This is an optimization exercise on Yosys and OpenROAD, whose aim is small area, a short achievable clock period and few clock cycles per item, not a production implementation.
At most, simulation tests tie the RTL to the original design; equivalence was not proved.

==> inputs of exp/lagoon <==
## ntt_butterfly
module ntt_butterfly (
  input  logic        clk,
  input  logic        rst,
  input  logic        in_valid,
  output logic        in_ready,
  input  logic        in_mode,
  input  logic [11:0] in_a,
  input  logic [11:0] in_b,
  input  logic [11:0] in_zeta,
  input  logic [7:0]  in_idx,
  output logic        out_valid,
  input  logic        out_ready,
  output logic [11:0] out_a,
  output logic [11:0] out_b,
  output logic [7:0]  out_idx,
  output logic        busy
);
==> module bfly_fin, before the edit <==
module bfly_fin (
  input  logic [13:0] sa,
  input  logic [12:0] sb,
  output logic [11:0] ra,
  output logic [11:0] rb
);
  logic signed [13:0] ssa;
  logic signed [12:0] ssb;
  assign ssa = sa;
  assign ssb = sb;
  always_comb begin
    if (ssa < 0)                   ra = 12'(ssa + 14'sd3329);
    else if (ssa < 14'sd3329)      ra = 12'(ssa);
    else if (ssa < 14'sd6658)      ra = 12'(ssa - 14'sd3329);
    else                           ra = 12'(ssa - 14'sd6658);
  end
  always_comb begin
    if (ssb < -13'sd3329)          rb = 12'(ssb + 13'sd3329 + 13'sd3329);
    else if (ssb < 0)              rb = 12'(ssb + 13'sd3329);
    else if (ssb < 13'sd3329)      rb = 12'(ssb);
    else                           rb = 12'(ssb - 13'sd3329);
  end
endmodule
==> module ntt_butterfly, before the edit <==
module ntt_butterfly (
  input  logic        clk,
  input  logic        rst,
  input  logic        in_valid,
  output logic        in_ready,
  input  logic        in_mode,
  input  logic [11:0] in_a,
  input  logic [11:0] in_b,
  input  logic [11:0] in_zeta,
  input  logic [7:0]  in_idx,
  output logic        out_valid,
  input  logic        out_ready,
  output logic [11:0] out_a,
  output logic [11:0] out_b,
  output logic [7:0]  out_idx,
  output logic        busy
);
  logic        en;
  logic        v1, v2, v3;
  logic        v3_n;    
  logic [12:0] mx;
  logic        m1, m2;
  logic [11:0] a1, z1;
  logic [12:0] mx1, xa, xa2;
  logic [7:0]  idx1, idx2, idx3;
  logic [24:0] p, p2;
  logic [13:0] sa, sa3;
  logic [12:0] sb, sb3;
  assign en       = !v3 || out_ready;
  assign in_ready = (v3_n || out_ready) && !rst;
  always_ff @(posedge clk) begin
    if (rst) begin
      v1   <= 1'b0;
      v2   <= 1'b0;
      v3   <= 1'b0;
      v3_n <= 1'b1;
    end else if (en) begin
      v1   <= in_valid;
      v2   <= v1;
      v3   <= v2;
      v3_n <= !v2;
    end
  end
  bfly_pre u_pre (.mode(in_mode), .a(in_a), .b(in_b), .mx(mx));
  bfly_reg #(.W(1 + 12 + 13 + 12 + 8)) u_r1 (
    .clk(clk), .en(en), .d({in_mode, in_a, mx, in_zeta, in_idx}),
    .q({m1, a1, mx1, z1, idx1}));
  bfly_mul u_mul (.mode(m1), .a(a1), .mx(mx1), .zeta(z1), .p(p), .xa(xa));
  bfly_reg #(.W(1 + 13 + 25 + 8)) u_r2 (
    .clk(clk), .en(en), .d({m1, xa, p, idx1}), .q({m2, xa2, p2, idx2}));
  bfly_red u_red (.mode(m2), .xa(xa2), .p(p2), .sa(sa), .sb(sb));
  bfly_reg #(.W(14 + 13 + 8)) u_r3 (
    .clk(clk), .en(en), .d({sa, sb, idx2}), .q({sa3, sb3, idx3}));
  bfly_fin u_fin (.sa(sa3), .sb(sb3), .ra(out_a), .rb(out_b));
  assign out_idx   = idx3;
  assign out_valid = v3;
  assign busy      = v1 || v2 || v3;
endmodule
Settings: LEC_CHECK=0, CAP_MARGIN=20, CORE_MARGIN=2, CORE_UTILIZATION=40, SLEW_MARGIN=20; clock period 14.0 ns.
standard.sh (not shown) runs the stock make flow with config.mk's settings and CLKGATE_MAP_FILE= SYNTH_SCRIPT=/design/flow/synth_recipe.tcl, a recipe that flattens the netlist after the stock synthesis.
==> flow/flow/run.sh <==
#!/bin/bash
# Standard layout with three changes to how it is made:
#  - port buffers are buf_2 cells instead of the flow's default choice (a
#    slow delay buffer);
#  - timing repair aims for a 6.1 ns critical path (setup margin 7.9 ns
#    against the 14 ns clock);
#  - after the standard synthesis, invopt.py flips the polarity of full-adder
#    cells (a full adder is self-dual) to drop the inverters Yosys leaves
#    between them; the netlist keeps the same function, registers and ports.
set -euo pipefail
ARGS=("BUFFER_PORTS_ARGS=-buffer_cell sky130_fd_sc_hd__buf_2" SETUP_SLACK_MARGIN=7.9)
R=$PWD/orfs/results/$FLOW_PLATFORM/ntt_butterfly/base
bash standard.sh "${ARGS[@]}" synth > synth.log 2>&1
cp $R/1_2_yosys.v 1_2_yosys_standard.v
python3 flow/invopt.py 1_2_yosys_standard.v $R/1_2_yosys.v > invopt.log 2>&1
rm -f $R/1_synth.odb $R/1_synth.sdc
bash standard.sh "${ARGS[@]}" finish > standard.log 2>&1
Other scripts of this flow, unchanged in this note and not shown: flow/flow/invopt.py
==> exp/violet (differences from exp/lagoon) <==
--- a/flow/design.v
+++ b/flow/design.v
@@ -6,17 +6,26 @@
 );
-  logic signed [13:0] ssa;
-  logic signed [12:0] ssb;
-  assign ssa = sa;
-  assign ssb = sb;
+  logic        a_neg, a_ge1, a_ge2, b_neg, b_ltm, b_ge1;
+  logic [11:0] a_m1, a_m2, a_p1;
+  logic [11:0] b_p2, b_p1, b_m1;
+  assign a_neg = sa[13];
+  assign a_ge1 = !sa[13] && (sa[12:0] >= 13'd3329);
+  assign a_ge2 = !sa[13] && (sa[12:0] >= 13'd6658);
+  assign b_neg = sb[12];
+  assign b_ltm = sb[12] && (sb[11:0] < 12'd767);      
+  assign b_ge1 = !sb[12] && (sb[11:0] >= 12'd3329);
+  assign a_p1 = (sa[3:0] == 4'hf) ? 12'hd00 : {8'hcf, sa[3:0] + 4'd1};
+  assign a_m1 = sa[11:0] - 12'd3329;
+  assign a_m2 = {3'b0, sa[8:0] - 9'd2};
+  assign b_p2 = 12'ha02 + {2'b0, sb[9:0]};
+  assign b_p1 = sb[11:0] + 12'd3329;
+  assign b_m1 = {8'b0, sb[3:0] - 4'd1};
   always_comb begin
-    if (ssa < 0)                   ra = 12'(ssa + 14'sd3329);
-    else if (ssa < 14'sd3329)      ra = 12'(ssa);
-    else if (ssa < 14'sd6658)      ra = 12'(ssa - 14'sd3329);
-    else                           ra = 12'(ssa - 14'sd6658);
-  end
-  always_comb begin
-    if (ssb < -13'sd3329)          rb = 12'(ssb + 13'sd3329 + 13'sd3329);
-    else if (ssb < 0)              rb = 12'(ssb + 13'sd3329);
-    else if (ssb < 13'sd3329)      rb = 12'(ssb);
-    else                           rb = 12'(ssb - 13'sd3329);
+    if (a_neg)      ra = a_p1;
+    else if (a_ge2) ra = a_m2;
+    else if (a_ge1) ra = a_m1;
+    else            ra = sa[11:0];
+    if (b_ltm)      rb = b_p2;
+    else if (b_neg) rb = b_p1;
+    else if (b_ge1) rb = b_m1;
+    else            rb = sb[11:0];
   end
--- a/flow/flow/run.sh
+++ b/flow/flow/run.sh
@@ -6,2 +6,3 @@
 #    against the 14 ns clock);
+#  - the clock tree is built from clkbuf_8 cells;
 #  - after the standard synthesis, invopt.py flips the polarity of full-adder
@@ -10,3 +11,3 @@
 set -euo pipefail
-ARGS=("BUFFER_PORTS_ARGS=-buffer_cell sky130_fd_sc_hd__buf_2" SETUP_SLACK_MARGIN=7.9)
+ARGS=("BUFFER_PORTS_ARGS=-buffer_cell sky130_fd_sc_hd__buf_2" SETUP_SLACK_MARGIN=7.9 "CTS_BUF_LIST=sky130_fd_sc_hd__clkbuf_8")
 R=$PWD/orfs/results/$FLOW_PLATFORM/ntt_butterfly/base
==> exp/willow (differences from exp/lagoon) <==
--- a/flow/design.v
+++ b/flow/design.v
@@ -1685,3 +1685,2 @@
   logic        v1, v2, v3;
-  logic        v3_n;    
   logic [12:0] mx;
@@ -1695,14 +1694,12 @@
   assign en       = !v3 || out_ready;
-  assign in_ready = (v3_n || out_ready) && !rst;
+  assign in_ready = en && !rst;
   always_ff @(posedge clk) begin
     if (rst) begin
-      v1   <= 1'b0;
-      v2   <= 1'b0;
-      v3   <= 1'b0;
-      v3_n <= 1'b1;
+      v1 <= 1'b0;
+      v2 <= 1'b0;
+      v3 <= 1'b0;
     end else if (en) begin
-      v1   <= in_valid;
-      v2   <= v1;
-      v3   <= v2;
-      v3_n <= !v2;
+      v1 <= in_valid;
+      v2 <= v1;
+      v3 <= v2;
     end
--- a/flow/flow/run.sh
+++ b/flow/flow/run.sh
@@ -4,3 +4,3 @@
 #    slow delay buffer);
-#  - timing repair aims for a 6.1 ns critical path (setup margin 7.9 ns
+#  - timing repair aims for a 6.3 ns critical path (setup margin 7.7 ns
 #    against the 14 ns clock);
@@ -10,3 +10,3 @@
 set -euo pipefail
-ARGS=("BUFFER_PORTS_ARGS=-buffer_cell sky130_fd_sc_hd__buf_2" SETUP_SLACK_MARGIN=7.9)
+ARGS=("BUFFER_PORTS_ARGS=-buffer_cell sky130_fd_sc_hd__buf_2" SETUP_SLACK_MARGIN=7.7)
 R=$PWD/orfs/results/$FLOW_PLATFORM/ntt_butterfly/base
==> exp/zinc (differences from exp/lagoon) <==
--- a/flow/design.v
+++ b/flow/design.v
@@ -6,17 +6,26 @@
 );
-  logic signed [13:0] ssa;
-  logic signed [12:0] ssb;
-  assign ssa = sa;
-  assign ssb = sb;
+  logic        a_neg, a_ge1, a_ge2, b_neg, b_ltm, b_ge1;
+  logic [11:0] a_m1, a_m2, a_p1;
+  logic [11:0] b_p2, b_p1, b_m1;
+  assign a_neg = sa[13];
+  assign a_ge1 = !sa[13] && (sa[12:0] >= 13'd3329);
+  assign a_ge2 = !sa[13] && (sa[12:0] >= 13'd6658);
+  assign b_neg = sb[12];
+  assign b_ltm = sb[12] && (sb[11:0] < 12'd767);      
+  assign b_ge1 = !sb[12] && (sb[11:0] >= 12'd3329);
+  assign a_p1 = (sa[3:0] == 4'hf) ? 12'hd00 : {8'hcf, sa[3:0] + 4'd1};
+  assign a_m1 = sa[11:0] - 12'd3329;
+  assign a_m2 = {3'b0, sa[8:0] - 9'd2};
+  assign b_p2 = 12'ha02 + {2'b0, sb[9:0]};
+  assign b_p1 = sb[11:0] + 12'd3329;
+  assign b_m1 = {8'b0, sb[3:0] - 4'd1};
   always_comb begin
-    if (ssa < 0)                   ra = 12'(ssa + 14'sd3329);
-    else if (ssa < 14'sd3329)      ra = 12'(ssa);
-    else if (ssa < 14'sd6658)      ra = 12'(ssa - 14'sd3329);
-    else                           ra = 12'(ssa - 14'sd6658);
-  end
-  always_comb begin
-    if (ssb < -13'sd3329)          rb = 12'(ssb + 13'sd3329 + 13'sd3329);
-    else if (ssb < 0)              rb = 12'(ssb + 13'sd3329);
-    else if (ssb < 13'sd3329)      rb = 12'(ssb);
-    else                           rb = 12'(ssb - 13'sd3329);
+    if (a_neg)      ra = a_p1;
+    else if (a_ge2) ra = a_m2;
+    else if (a_ge1) ra = a_m1;
+    else            ra = sa[11:0];
+    if (b_ltm)      rb = b_p2;
+    else if (b_neg) rb = b_p1;
+    else if (b_ge1) rb = b_m1;
+    else            rb = sb[11:0];
   end
==> comparison <==
The highest routed wire length belongs to exp/lagoon, the lowest to exp/willow.
Between exp/willow and exp/violet, the lower area after synthesis is in exp/violet (gap 1.0%, measured against exp/violet).
Global-route usage, lowest first: exp/willow, exp/violet, exp/lagoon, exp/zinc.
In exp/violet the final area is lower than in exp/zinc, by 1.1%.
Of exp/willow and exp/violet, exp/violet has the higher worst setup slack (gap 0.22 ns).
Of exp/zinc and exp/lagoon, exp/lagoon has the higher die area (gap 0.78%, measured against exp/lagoon).
The highest sequential share of layout area belongs to exp/violet, the lowest to exp/lagoon.
Testbench counts of exp/violet, summed over its fixed seeds: cycles 16,024, items 16,000.
Testbench counts of exp/willow, summed over its fixed seeds: cycles 16,024, items 16,000.
Testbench counts of exp/zinc, summed over its fixed seeds: cycles 16,024, items 16,000.
Function not checked in exp/lagoon: the RTL went through the layout flow alone.

## afterwards: timing with drivers on the ports
The results above use ideal ports. As a check the final layouts listed here were re-extracted and re-timed, cells and wires unchanged.
Step 1, drivers: a clkbuf_16 drives clk and a buf_2 each remaining input, both assumed.
Step 2 moves the port delays by t, midway between the first and last clock arrival at a register: inputs arrive t later, outputs are due t later. That takes back most of the time a late clock gives input paths.
Slacks: ideal / step 1 / step 2; pairs: ideal / step 1.
run	t, ns	setup slack, ns	hold slack, ns	worst setup path after step 2	pins driven straight from the clock port
exp/lagoon	0.479	8.037 / 8.037 / 8.037	0.420 / 0.420 / 0.420	input to output	1
exp/violet	0.529	8.044 / 8.025 / 8.025	0.426 / 0.426 / 0.426	input to output	1
exp/willow	0.476	7.828 / 7.805 / 7.805	0.421 / 0.421 / 0.421	input to output	1
exp/zinc	0.487	8.044 / 8.025 / 8.025	0.425 / 0.425 / 0.425	input to output	1
After both steps every run listed still meets setup and hold. The setup slack of exp/willow, which loses most, moves by -0.023 ns with the drivers and by -0.023 ns with both steps.
